Source: an optimization exercise on an open RTL-to-GDS flow (aim: small area and a short achievable clock period). Production flows keep margins and buffers that such runs may drop.
RTL that was checked went through simulation tests only; none was proved equivalent to the original.
The flow treats the clock pin as an ideal source, which a real chip does not have.
Power figures rest on the tool's default switching activity, not on a simulated workload.

==> wip/umber: inputs <==
## neuron_mac
module neuron_mac #(
    parameter int BITS       = 32,
    parameter int NUM_INPUTS = 3,
    parameter int W_BITS     = 16,
    parameter int B_BITS     = 32
) (
    input  logic                     clk,
    input  logic                     rst,
    input  logic                     start,
    input  logic                     in_valid,
    output logic                     in_ready,
    input  logic signed [BITS-1:0]   x_in,
    input  logic                     w_we,
    input  logic [7:0]               w_addr,
    input  logic signed [W_BITS-1:0] w_data,
    input  logic                     bias_we,
    input  logic signed [B_BITS-1:0] bias_data,
    output logic [BITS+24:0]         mult_sum_out,
    output logic [31:0]              counter,
    output logic                     out_valid
);
Settings: LEC_CHECK=0, CAP_MARGIN=20, CORE_MARGIN=2, CORE_UTILIZATION=45, SLEW_MARGIN=20, SYNTH_HIERARCHICAL=1; clock period 11.0 ns.
standard.sh (not shown) runs the stock make flow with config.mk's settings and CLKGATE_MAP_FILE= SYNTH_SCRIPT=/design/flow/synth_recipe.tcl, a recipe that flattens the netlist after the stock synthesis.
==> flow/flow/run.sh <==
#!/bin/bash
# Own flow: the standard layout (standard.sh, with the standard synthesis unchanged), with
#  - every port still buffered by buffer_ports, with a plain buffer cell instead of the delay
#    buffer it picks by default;
#  - after CTS, flow/skew.tcl (POST_CTS_TCL hook) clocks the multiplier's launch registers from
#    buffers on the clock root, so their clock arrives earlier (skew for internal paths only).
# make's full output goes to make_finish.log; each ORFS step logs to orfs/logs/.
set -euo pipefail
MARGIN=7
TNS=10
BUFCELL=sky130_fd_sc_hd__buf_1
bash standard.sh SETUP_SLACK_MARGIN=$MARGIN TNS_END_PERCENT=$TNS \
  "BUFFER_PORTS_ARGS=-buffer_cell $BUFCELL" "POST_CTS_TCL=$PWD/flow/skew.tcl" \
  finish > make_finish.log 2>&1
Other scripts of this flow, unchanged in this note and not shown: flow/flow/skew.tcl
==> wip/ember: changes against wip/umber <==
--- a/flow/design.v
+++ b/flow/design.v
@@ -31,14 +31,15 @@
     logic [5:0]   ao_d, sum_ao;  
     logic [6:1]   cin;
     logic [W-1:0]  res;
     logic [W-1:0]  acc_d, tr_a, tr_b;
     logic [31:0]   x_q;
     logic [7:0]    neg_q, one_q, two_q;
     logic          act_q;
+    logic          first_q;          
     logic [15:0]   wcur;
     logic [16:0]   wx;
     logic [7:0]    neg_d, one_d, two_d;
     logic          idle, go, take;
     logic [32:0]   pp0, pp1, pp2, pp3, pp4, pp5, pp6, pp7;
     assign idle      = state_q == IDLE;
     assign go        = idle & start;
@@ -90,14 +91,15 @@
     end
     always_ff @(posedge clk) begin
         x_q   <= x_in;
         neg_q <= neg_d;
         one_q <= one_d;
         two_q <= two_d;
         act_q <= take;
+        first_q <= go;
     end
     assign pp0 = {~(((one_q[0] | two_q[0]) & x_q[31]) ^ neg_q[0]) & act_q,
                    (({32{one_q[0]}} & x_q) | ({32{two_q[0]}} & {x_q[30:0], 1'b0})) ^ {32{neg_q[0]}}};
     assign pp1 = {~(((one_q[1] | two_q[1]) & x_q[31]) ^ neg_q[1]) & act_q,
                    (({32{one_q[1]}} & x_q) | ({32{two_q[1]}} & {x_q[30:0], 1'b0})) ^ {32{neg_q[1]}}};
     assign pp2 = {~(((one_q[2] | two_q[2]) & x_q[31]) ^ neg_q[2]) & act_q,
                    (({32{one_q[2]}} & x_q) | ({32{two_q[2]}} & {x_q[30:0], 1'b0})) ^ {32{neg_q[2]}}};
@@ -637,17 +639,17 @@
     nm_fa u_fa227 (.a(pp7[30]), .b(hs31), .c(fc184), .s(fs227), .co(fc227));
     wire fs228, fc228;
     nm_fa u_fa228 (.a(acc_s[45]), .b(pp7[31]), .c(hc31), .s(fs228), .co(fc228));
     wire hs34, hc34;
     nm_ha u_ha34 (.a(acc_s[46]), .b(pp7[32]), .s(hs34), .co(hc34));
     assign tr_a = {acc_cb[5], acc_s[47], hs34, fs228, fs227, fs226, fs225, fs224, fs223, fc221, fc220, fc219, fs219, fs218, fc216, fc215, fc214, fc213, fc212, fc211, fc210, fs210, fc208, fc207, fc206, fc205, fc204, fc203, fc202, fs202, fc200, fc199, fc198, fc197, fc196, fc195, fc194, fc193, fc192, fc191, fc190, fc189, fc188, fc187, fc186, fc185, hc33, hc32, hs32};
     assign tr_b = {acc_s[48], hc34, fc228, fc227, fc226, fc225, fc224, fc223, fc222, fs222, fs221, fs220, fc218, fc217, fs217, fs216, fs215, fs214, fs213, fs212, fs211, fc209, fs209, fs208, fs207, fs206, fs205, fs204, fs203, fc201, fs201, fs200, fs199, fs198, fs197, fs196, fs195, fs194, fs193, fs192, fs191, fs190, fs189, fs188, fs187, fs186, fs185, hs33, pp0[0]};
-    assign init = {1'b1, 1'b0, 1'b0, 1'b0, 1'b0, 1'b0, 1'b0, 1'b0, 1'b0, 1'b0, 1'b0, 1'b0, 1'b0, 1'b0, 1'b0, 1'b0, ~bias_d[31], bias_d};
+    assign init = {1'b1, 1'b0, 1'b0, 1'b0, 1'b0, 1'b0, 1'b0, 1'b0, 1'b0, 1'b0, 1'b0, 1'b0, 1'b0, 1'b0, 1'b0, 1'b0, ~bias_q[31], bias_q};
     always_ff @(posedge clk) begin
-        if (go) begin
+        if (first_q) begin
             acc_s  <= init;
             acc_cb <= '0;
         end else begin
             acc_s  <= acc_d;
             acc_cb <= cb_d;
         end
     end
--- a/flow/flow/run.sh
+++ b/flow/flow/run.sh
@@ -3,12 +3,12 @@
 #  - every port still buffered by buffer_ports, with a plain buffer cell instead of the delay
 #    buffer it picks by default;
 #  - after CTS, flow/skew.tcl (POST_CTS_TCL hook) clocks the multiplier's launch registers from
 #    buffers on the clock root, so their clock arrives earlier (skew for internal paths only).
 # make's full output goes to make_finish.log; each ORFS step logs to orfs/logs/.
 set -euo pipefail
 MARGIN=7
-TNS=10
+TNS=100
 BUFCELL=sky130_fd_sc_hd__buf_1
 bash standard.sh SETUP_SLACK_MARGIN=$MARGIN TNS_END_PERCENT=$TNS \
   "BUFFER_PORTS_ARGS=-buffer_cell $BUFCELL" "POST_CTS_TCL=$PWD/flow/skew.tcl" \
   finish > make_finish.log 2>&1
- CTS_CLUSTER_DIAMETER: default -> 120
- CTS_CLUSTER_SIZE: default -> 40
==> wip/juniper: changes against wip/umber <==
--- a/flow/design.v
+++ b/flow/design.v
@@ -31,14 +31,15 @@
     logic [5:0]   ao_d, sum_ao;  
     logic [6:1]   cin;
     logic [W-1:0]  res;
     logic [W-1:0]  acc_d, tr_a, tr_b;
     logic [31:0]   x_q;
     logic [7:0]    neg_q, one_q, two_q;
     logic          act_q;
+    logic          first_q;          
     logic [15:0]   wcur;
     logic [16:0]   wx;
     logic [7:0]    neg_d, one_d, two_d;
     logic          idle, go, take;
     logic [32:0]   pp0, pp1, pp2, pp3, pp4, pp5, pp6, pp7;
     assign idle      = state_q == IDLE;
     assign go        = idle & start;
@@ -90,14 +91,15 @@
     end
     always_ff @(posedge clk) begin
         x_q   <= x_in;
         neg_q <= neg_d;
         one_q <= one_d;
         two_q <= two_d;
         act_q <= take;
+        first_q <= go;
     end
     assign pp0 = {~(((one_q[0] | two_q[0]) & x_q[31]) ^ neg_q[0]) & act_q,
                    (({32{one_q[0]}} & x_q) | ({32{two_q[0]}} & {x_q[30:0], 1'b0})) ^ {32{neg_q[0]}}};
     assign pp1 = {~(((one_q[1] | two_q[1]) & x_q[31]) ^ neg_q[1]) & act_q,
                    (({32{one_q[1]}} & x_q) | ({32{two_q[1]}} & {x_q[30:0], 1'b0})) ^ {32{neg_q[1]}}};
     assign pp2 = {~(((one_q[2] | two_q[2]) & x_q[31]) ^ neg_q[2]) & act_q,
                    (({32{one_q[2]}} & x_q) | ({32{two_q[2]}} & {x_q[30:0], 1'b0})) ^ {32{neg_q[2]}}};
@@ -637,17 +639,17 @@
     nm_fa u_fa227 (.a(pp7[30]), .b(hs31), .c(fc184), .s(fs227), .co(fc227));
     wire fs228, fc228;
     nm_fa u_fa228 (.a(acc_s[45]), .b(pp7[31]), .c(hc31), .s(fs228), .co(fc228));
     wire hs34, hc34;
     nm_ha u_ha34 (.a(acc_s[46]), .b(pp7[32]), .s(hs34), .co(hc34));
     assign tr_a = {acc_cb[5], acc_s[47], hs34, fs228, fs227, fs226, fs225, fs224, fs223, fc221, fc220, fc219, fs219, fs218, fc216, fc215, fc214, fc213, fc212, fc211, fc210, fs210, fc208, fc207, fc206, fc205, fc204, fc203, fc202, fs202, fc200, fc199, fc198, fc197, fc196, fc195, fc194, fc193, fc192, fc191, fc190, fc189, fc188, fc187, fc186, fc185, hc33, hc32, hs32};
     assign tr_b = {acc_s[48], hc34, fc228, fc227, fc226, fc225, fc224, fc223, fc222, fs222, fs221, fs220, fc218, fc217, fs217, fs216, fs215, fs214, fs213, fs212, fs211, fc209, fs209, fs208, fs207, fs206, fs205, fs204, fs203, fc201, fs201, fs200, fs199, fs198, fs197, fs196, fs195, fs194, fs193, fs192, fs191, fs190, fs189, fs188, fs187, fs186, fs185, hs33, pp0[0]};
-    assign init = {1'b1, 1'b0, 1'b0, 1'b0, 1'b0, 1'b0, 1'b0, 1'b0, 1'b0, 1'b0, 1'b0, 1'b0, 1'b0, 1'b0, 1'b0, 1'b0, ~bias_d[31], bias_d};
+    assign init = {1'b1, 1'b0, 1'b0, 1'b0, 1'b0, 1'b0, 1'b0, 1'b0, 1'b0, 1'b0, 1'b0, 1'b0, 1'b0, 1'b0, 1'b0, 1'b0, ~bias_q[31], bias_q};
     always_ff @(posedge clk) begin
-        if (go) begin
+        if (first_q) begin
             acc_s  <= init;
             acc_cb <= '0;
         end else begin
             acc_s  <= acc_d;
             acc_cb <= cb_d;
         end
     end
- CTS_CLUSTER_DIAMETER: default -> 100
- CTS_CLUSTER_SIZE: default -> 30
==> impl_metrics.ini <==
[outcome]
outcome = no timing/DRC/antenna violations

[grt]
grt_max_degree = 63

[pwr]
p_comb_mw = 1.72

[detailed_routing]
wl_met1_mm = 24.1

[synth]
syn_area_sq_um = 21600

[setup_path]
worst_path_largest_cell_delay_ns = 0.41

[placed_design]
dp_cells = 2515
The numbers above come from wip/juniper.

==> impl_metrics.ini <==
[detailed_routing]
wl_met1_mm = 24.7

[outcome]
outcome = no timing/DRC/antenna violations

[synth]
syn_area_sq_um = 21600

[setup_path]
worst_path_largest_cell_delay_ns = 0.39

[placed_design]
dp_cells = 2574

[timing]
clock_skew_ns = 0.315

[grt]
grt_max_degree = 64

[cts]
path_clk_slew_ns = 0.06
The numbers above come from wip/umber.

==> impl_metrics.ini <==
[outcome]
outcome = no timing/DRC/antenna violations

[pwr]
p_comb_mw = 2.11

[synth]
syn_area_sq_um = 21600

[setup_path]
worst_path_largest_cell_delay_ns = 0.41

[detailed_routing]
wl_met1_mm = 25.2
The numbers above come from wip/ember.



==> inputs of wip/quartz <==
neuron_mac, a different RTL version from the one above (not shown whole).
clock: 11.0 ns
lec_check: 0
cap_margin: 20
core_margin: 2
core_utilization: 45
cts_cluster_diameter: 100
cts_cluster_size: 30
slew_margin: 20
synth_hierarchical: 1
==> flow/flow/run.sh <==
#!/bin/bash
# Own flow: the standard layout (standard.sh, with the standard synthesis unchanged), with
#  - every port still buffered by buffer_ports, with a plain buffer cell instead of the delay
#    buffer it picks by default;
#  - after CTS, flow/skew.tcl (POST_CTS_TCL hook) clocks the multiplier's launch registers from
#    buffers on the clock root, so their clock arrives earlier (skew for internal paths only).
# make's full output goes to make_finish.log; each ORFS step logs to orfs/logs/.
set -euo pipefail
MARGIN=7
TNS=10
BUFCELL=sky130_fd_sc_hd__buf_1
bash standard.sh SETUP_SLACK_MARGIN=$MARGIN TNS_END_PERCENT=$TNS \
  "BUFFER_PORTS_ARGS=-buffer_cell $BUFCELL" "POST_CTS_TCL=$PWD/flow/skew.tcl" \
  finish > make_finish.log 2>&1
Other scripts of this flow, unchanged in this note and not shown: flow/flow/skew.tcl
==> inputs of wip/zinc, as changes to wip/quartz <==
--- a/flow/design.v
+++ b/flow/design.v
@@ -25,14 +25,17 @@
     logic [1:0]    cnt_q;
     logic [15:0]   w0_q, w1_q, w2_q;
     logic [31:0]   bias_q, bias_d;
     logic [W-1:0]  sum_q, init;
     logic [W-1:0]  acc_s;           
-    logic [6:0]   acc_cb, cb_d, sum_cb;  
-    logic [6:0]   ao_d, sum_ao;  
+    logic [6:0]   acc_cb, cb_d;  
+    logic [6:0]   ao_d;  
     logic [7:1]   cin;
     logic [W-1:0]  res;
+    logic [7:1]   g2_d, sum_g2;
+    logic [7:2]   p2_d, sum_p2;
+    logic [2:0]    sgn;             
     logic [W-1:0]  acc_d, tr_a, tr_b;
     logic [31:0]   x_q;
     logic [7:0]    neg_q, one_q, two_q;
     logic          act_q;
     logic          first_q;          
@@ -674,25 +677,38 @@
     nm_add6c u_add6 (.a(tr_a[41:36]), .b(tr_b[41:36]), .s(acc_d[41:36]), .co(cb_d[6]), .ao(ao_d[6]));
     nm_add7 u_add7 (.a(tr_a[48:42]), .b(tr_b[48:42]), .s(acc_d[48:42]));
     always_ff @(posedge clk or posedge rst) begin
         if (rst) begin
             sum_q  <= '0;
-            sum_cb <= '0;
-            sum_ao <= '0;
+            sum_g2 <= '0;
+            sum_p2 <= '0;
         end else if (state_q == BIAS) begin
             sum_q  <= acc_d;
-            sum_cb <= cb_d;
-            sum_ao <= ao_d;
+            sum_g2 <= g2_d;
+            sum_p2 <= p2_d;
         end
     end
-    assign cin[1] = (sum_cb[0]);
-    assign cin[2] = (sum_cb[0] & sum_ao[1]) | (sum_cb[1]);
-    assign cin[3] = (sum_cb[0] & sum_ao[1] & sum_ao[2]) | (sum_cb[1] & sum_ao[2]) | (sum_cb[2]);
-    assign cin[4] = (sum_cb[0] & sum_ao[1] & sum_ao[2] & sum_ao[3]) | (sum_cb[1] & sum_ao[2] & sum_ao[3]) | (sum_cb[2] & sum_ao[3]) | (sum_cb[3]);
-    assign cin[5] = (sum_cb[0] & sum_ao[1] & sum_ao[2] & sum_ao[3] & sum_ao[4]) | (sum_cb[1] & sum_ao[2] & sum_ao[3] & sum_ao[4]) | (sum_cb[2] & sum_ao[3] & sum_ao[4]) | (sum_cb[3] & sum_ao[4]) | (sum_cb[4]);
-    assign cin[6] = (sum_cb[0] & sum_ao[1] & sum_ao[2] & sum_ao[3] & sum_ao[4] & sum_ao[5]) | (sum_cb[1] & sum_ao[2] & sum_ao[3] & sum_ao[4] & sum_ao[5]) | (sum_cb[2] & sum_ao[3] & sum_ao[4] & sum_ao[5]) | (sum_cb[3] & sum_ao[4] & sum_ao[5]) | (sum_cb[4] & sum_ao[5]) | (sum_cb[5]);
-    assign cin[7] = (sum_cb[0] & sum_ao[1] & sum_ao[2] & sum_ao[3] & sum_ao[4] & sum_ao[5] & sum_ao[6]) | (sum_cb[1] & sum_ao[2] & sum_ao[3] & sum_ao[4] & sum_ao[5] & sum_ao[6]) | (sum_cb[2] & sum_ao[3] & sum_ao[4] & sum_ao[5] & sum_ao[6]) | (sum_cb[3] & sum_ao[4] & sum_ao[5] & sum_ao[6]) | (sum_cb[4] & sum_ao[5] & sum_ao[6]) | (sum_cb[5] & sum_ao[6]) | (sum_cb[6]);
+    assign g2_d[1] = cb_d[0];
+    assign g2_d[2] = cb_d[1] | (ao_d[1] & cb_d[0]);
+    assign p2_d[2] = ao_d[1] & ao_d[0];
+    assign g2_d[3] = cb_d[2] | (ao_d[2] & cb_d[1]);
+    assign p2_d[3] = ao_d[2] & ao_d[1];
+    assign g2_d[4] = cb_d[3] | (ao_d[3] & cb_d[2]);
+    assign p2_d[4] = ao_d[3] & ao_d[2];
+    assign g2_d[5] = cb_d[4] | (ao_d[4] & cb_d[3]);
+    assign p2_d[5] = ao_d[4] & ao_d[3];
+    assign g2_d[6] = cb_d[5] | (ao_d[5] & cb_d[4]);
+    assign p2_d[6] = ao_d[5] & ao_d[4];
+    assign g2_d[7] = cb_d[6] | (ao_d[6] & cb_d[5]);
+    assign p2_d[7] = ao_d[6] & ao_d[5];
+    assign cin[1] = (sum_g2[1]);
+    assign cin[2] = (sum_g2[2]);
+    assign cin[3] = (sum_g2[3]) | (sum_g2[1] & sum_p2[3]);
+    assign cin[4] = (sum_g2[4]) | (sum_g2[2] & sum_p2[4]);
+    assign cin[5] = (sum_g2[5]) | (sum_g2[3] & sum_p2[5]) | (sum_g2[1] & sum_p2[5] & sum_p2[3]);
+    assign cin[6] = (sum_g2[6]) | (sum_g2[4] & sum_p2[6]) | (sum_g2[2] & sum_p2[6] & sum_p2[4]);
+    assign cin[7] = (sum_g2[7]) | (sum_g2[5] & sum_p2[7]) | (sum_g2[3] & sum_p2[7] & sum_p2[5]) | (sum_g2[1] & sum_p2[7] & sum_p2[5] & sum_p2[3]);
     assign res[0] = sum_q[0];
     assign res[1] = sum_q[1];
     assign res[2] = sum_q[2];
     assign res[3] = sum_q[3];
     assign res[4] = sum_q[4];
@@ -737,12 +753,15 @@
     nm_x2 u_r43 (.a(sum_q[43]), .b(cin[7] & (&sum_q[42:42])), .y(res[43]));
     nm_x2 u_r44 (.a(sum_q[44]), .b(cin[7] & (&sum_q[43:42])), .y(res[44]));
     nm_x2 u_r45 (.a(sum_q[45]), .b(cin[7] & (&sum_q[44:42])), .y(res[45]));
     nm_x2 u_r46 (.a(sum_q[46]), .b(cin[7] & (&sum_q[45:42])), .y(res[46]));
     nm_x2 u_r47 (.a(sum_q[47]), .b(cin[7] & (&sum_q[46:42])), .y(res[47]));
-    nm_x2 u_r48 (.a(sum_q[48]), .b(cin[7] & (&sum_q[47:42])), .y(res[48]));
-    assign mult_sum_out = {{(57-W){res[W-1]}}, res};
+    nm_x2 u_r48_0 (.a(sum_q[48]), .b(cin[7] & (&sum_q[47:42])), .y(sgn[0]));
+    nm_x2 u_r48_1 (.a(sum_q[48]), .b(cin[7] & (&sum_q[47:42])), .y(sgn[1]));
+    nm_x2 u_r48_2 (.a(sum_q[48]), .b(cin[7] & (&sum_q[47:42])), .y(sgn[2]));
+    assign res[48] = sgn[0];
+    assign mult_sum_out = {{3{sgn[2]}}, {3{sgn[1]}}, {2{sgn[0]}}, res};
 endmodule
 module nm_fa (input logic a, input logic b, input logic c, output logic s, output logic co);
     assign s  = a ^ b ^ c;
     assign co = (a & b) | (a & c) | (b & c);
 endmodule
==> inputs of wip/nickel, as changes to wip/quartz <==
--- a/flow/design.v
+++ b/flow/design.v
@@ -25,14 +25,16 @@
     logic [1:0]    cnt_q;
     logic [15:0]   w0_q, w1_q, w2_q;
     logic [31:0]   bias_q, bias_d;
     logic [W-1:0]  sum_q, init;
     logic [W-1:0]  acc_s;           
-    logic [6:0]   acc_cb, cb_d, sum_cb;  
-    logic [6:0]   ao_d, sum_ao;  
+    logic [6:0]   acc_cb, cb_d;  
+    logic [6:0]   ao_d;  
     logic [7:1]   cin;
     logic [W-1:0]  res;
+    logic [7:1]   g2_d, sum_g2;
+    logic [7:2]   p2_d, sum_p2;
     logic [W-1:0]  acc_d, tr_a, tr_b;
     logic [31:0]   x_q;
     logic [7:0]    neg_q, one_q, two_q;
     logic          act_q;
     logic          first_q;          
@@ -674,25 +676,38 @@
     nm_add6c u_add6 (.a(tr_a[41:36]), .b(tr_b[41:36]), .s(acc_d[41:36]), .co(cb_d[6]), .ao(ao_d[6]));
     nm_add7 u_add7 (.a(tr_a[48:42]), .b(tr_b[48:42]), .s(acc_d[48:42]));
     always_ff @(posedge clk or posedge rst) begin
         if (rst) begin
             sum_q  <= '0;
-            sum_cb <= '0;
-            sum_ao <= '0;
+            sum_g2 <= '0;
+            sum_p2 <= '0;
         end else if (state_q == BIAS) begin
             sum_q  <= acc_d;
-            sum_cb <= cb_d;
-            sum_ao <= ao_d;
+            sum_g2 <= g2_d;
+            sum_p2 <= p2_d;
         end
     end
-    assign cin[1] = (sum_cb[0]);
-    assign cin[2] = (sum_cb[0] & sum_ao[1]) | (sum_cb[1]);
-    assign cin[3] = (sum_cb[0] & sum_ao[1] & sum_ao[2]) | (sum_cb[1] & sum_ao[2]) | (sum_cb[2]);
-    assign cin[4] = (sum_cb[0] & sum_ao[1] & sum_ao[2] & sum_ao[3]) | (sum_cb[1] & sum_ao[2] & sum_ao[3]) | (sum_cb[2] & sum_ao[3]) | (sum_cb[3]);
-    assign cin[5] = (sum_cb[0] & sum_ao[1] & sum_ao[2] & sum_ao[3] & sum_ao[4]) | (sum_cb[1] & sum_ao[2] & sum_ao[3] & sum_ao[4]) | (sum_cb[2] & sum_ao[3] & sum_ao[4]) | (sum_cb[3] & sum_ao[4]) | (sum_cb[4]);
-    assign cin[6] = (sum_cb[0] & sum_ao[1] & sum_ao[2] & sum_ao[3] & sum_ao[4] & sum_ao[5]) | (sum_cb[1] & sum_ao[2] & sum_ao[3] & sum_ao[4] & sum_ao[5]) | (sum_cb[2] & sum_ao[3] & sum_ao[4] & sum_ao[5]) | (sum_cb[3] & sum_ao[4] & sum_ao[5]) | (sum_cb[4] & sum_ao[5]) | (sum_cb[5]);
-    assign cin[7] = (sum_cb[0] & sum_ao[1] & sum_ao[2] & sum_ao[3] & sum_ao[4] & sum_ao[5] & sum_ao[6]) | (sum_cb[1] & sum_ao[2] & sum_ao[3] & sum_ao[4] & sum_ao[5] & sum_ao[6]) | (sum_cb[2] & sum_ao[3] & sum_ao[4] & sum_ao[5] & sum_ao[6]) | (sum_cb[3] & sum_ao[4] & sum_ao[5] & sum_ao[6]) | (sum_cb[4] & sum_ao[5] & sum_ao[6]) | (sum_cb[5] & sum_ao[6]) | (sum_cb[6]);
+    assign g2_d[1] = cb_d[0];
+    assign g2_d[2] = cb_d[1] | (ao_d[1] & cb_d[0]);
+    assign p2_d[2] = ao_d[1] & ao_d[0];
+    assign g2_d[3] = cb_d[2] | (ao_d[2] & cb_d[1]);
+    assign p2_d[3] = ao_d[2] & ao_d[1];
+    assign g2_d[4] = cb_d[3] | (ao_d[3] & cb_d[2]);
+    assign p2_d[4] = ao_d[3] & ao_d[2];
+    assign g2_d[5] = cb_d[4] | (ao_d[4] & cb_d[3]);
+    assign p2_d[5] = ao_d[4] & ao_d[3];
+    assign g2_d[6] = cb_d[5] | (ao_d[5] & cb_d[4]);
+    assign p2_d[6] = ao_d[5] & ao_d[4];
+    assign g2_d[7] = cb_d[6] | (ao_d[6] & cb_d[5]);
+    assign p2_d[7] = ao_d[6] & ao_d[5];
+    assign cin[1] = (sum_g2[1]);
+    assign cin[2] = (sum_g2[2]);
+    assign cin[3] = (sum_g2[3]) | (sum_g2[1] & sum_p2[3]);
+    assign cin[4] = (sum_g2[4]) | (sum_g2[2] & sum_p2[4]);
+    assign cin[5] = (sum_g2[5]) | (sum_g2[3] & sum_p2[5]) | (sum_g2[1] & sum_p2[5] & sum_p2[3]);
+    assign cin[6] = (sum_g2[6]) | (sum_g2[4] & sum_p2[6]) | (sum_g2[2] & sum_p2[6] & sum_p2[4]);
+    assign cin[7] = (sum_g2[7]) | (sum_g2[5] & sum_p2[7]) | (sum_g2[3] & sum_p2[7] & sum_p2[5]) | (sum_g2[1] & sum_p2[7] & sum_p2[5] & sum_p2[3]);
     assign res[0] = sum_q[0];
     assign res[1] = sum_q[1];
     assign res[2] = sum_q[2];
     assign res[3] = sum_q[3];
     assign res[4] = sum_q[4];
==> comparison table <==
item                                                                    wip/nickel                 wip/zinc              wip/quartz
Iter 0 DRT Violations                                                        1,275                    1,441                   1,160
Worst setup skew after layout                                             0.251 ns                 0.260 ns                0.267 ns
Depth of the worst register-to-register path                                    13                       13                      14
Data arrival at the endpoint of the critical path                          2.23 ns                  2.20 ns                 2.35 ns
Result of the run                                 no timing/DRC/antenna violations  no timing/DRC/antenna violations  no timing/DRC/antenna violations
Count of non-filler cells in the finished layout                             2,556                    2,569                   2,549
Net Sw Frac                                                                  0.394                    0.396                   0.388
Capturing element of the worst setup path                         mult_sum_out[56]         mult_sum_out[39]        mult_sum_out[54]
Post-layout min period                                                     4.43 ns                  4.40 ns                 4.55 ns
Relative contribution of the clock network to total power                    0.169                    0.178                   0.199
Sequential power                                                           1.46 mW                  1.46 mW                 1.47 mW
Clock network power                                                       0.675 mW                 0.726 mW                0.794 mW
Most repeated library cell on the critical path            sky130_fd_sc_hd__a21o_4  sky130_fd_sc_hd__a21o_4  sky130_fd_sc_hd__buf_6
Length of routed wiring on met1                                            24.9 mm                  24.5 mm                 24.7 mm
Total via count after detailed routing                                      14,842                   15,033                  14,663
DR WL met2                                                                 27.6 mm                  29.1 mm                 27.4 mm
Combinational cell power                                                   1.86 mW                  1.88 mW                 1.72 mW
Design Area, Final                                                      23,500 µm²               24,000 µm²              23,500 µm²
Function not checked in wip/quartz and wip/zinc: the RTL went through the layout flow alone.

[separate check: timing with driven ports]
The results above use ideal ports. As a check the final layouts listed here were re-extracted and re-timed, cells and wires unchanged.
Step 1 (the two cells are an assumption about what drives the block):
set clk [get_ports {clk}]
set_driving_cell -lib_cell sky130_fd_sc_hd__clkbuf_16 $clk
set_driving_cell -lib_cell sky130_fd_sc_hd__buf_2 [delete_from_list [all_inputs] $clk]
Step 2, shift: input delay + t, output delay - t, t = (earliest + latest rising clock arrival at the registers) / 2. This alone moves slack from input paths to output paths.
Slacks: ideal ports / drivers / drivers and shift; pairs: ideal ports / drivers.
| run | shift t [ns] | setup slack, ns | worst hold slack (ns) | clock arrival spread, ns |
|---|---|---|---|---|
| wip/umber | 0.560 | 6.391 / 6.334 / 6.575 | 0.491 / 0.491 / 0.491 | 0.315 / 0.315 |
| wip/ember | 0.530 | 6.408 / 6.349 / 6.600 | 0.483 / 0.483 / 0.483 | 0.253 / 0.253 |
| wip/juniper | 0.526 | 6.404 / 6.347 / 6.526 | 0.490 / 0.490 / 0.490 | 0.255 / 0.255 |
| wip/quartz | 0.541 | 6.453 / 6.396 / 6.419 | 0.453 / 0.453 / 0.453 | 0.267 / 0.267 |
| wip/zinc | 0.535 | 6.597 / 6.537 / 6.427 | 0.499 / 0.499 / 0.499 | 0.261 / 0.260 |
| wip/nickel | 0.532 | 6.571 / 6.513 / 6.432 | 0.484 / 0.484 / 0.484 | 0.251 / 0.251 |
In wip/umber the clock reaches the registers at very different times; t lies between them, and the last value is a rough guide only. For wip/zinc, which loses most, drivers alone change the setup slack by -0.060 ns; drivers and shift together by -0.170 ns.
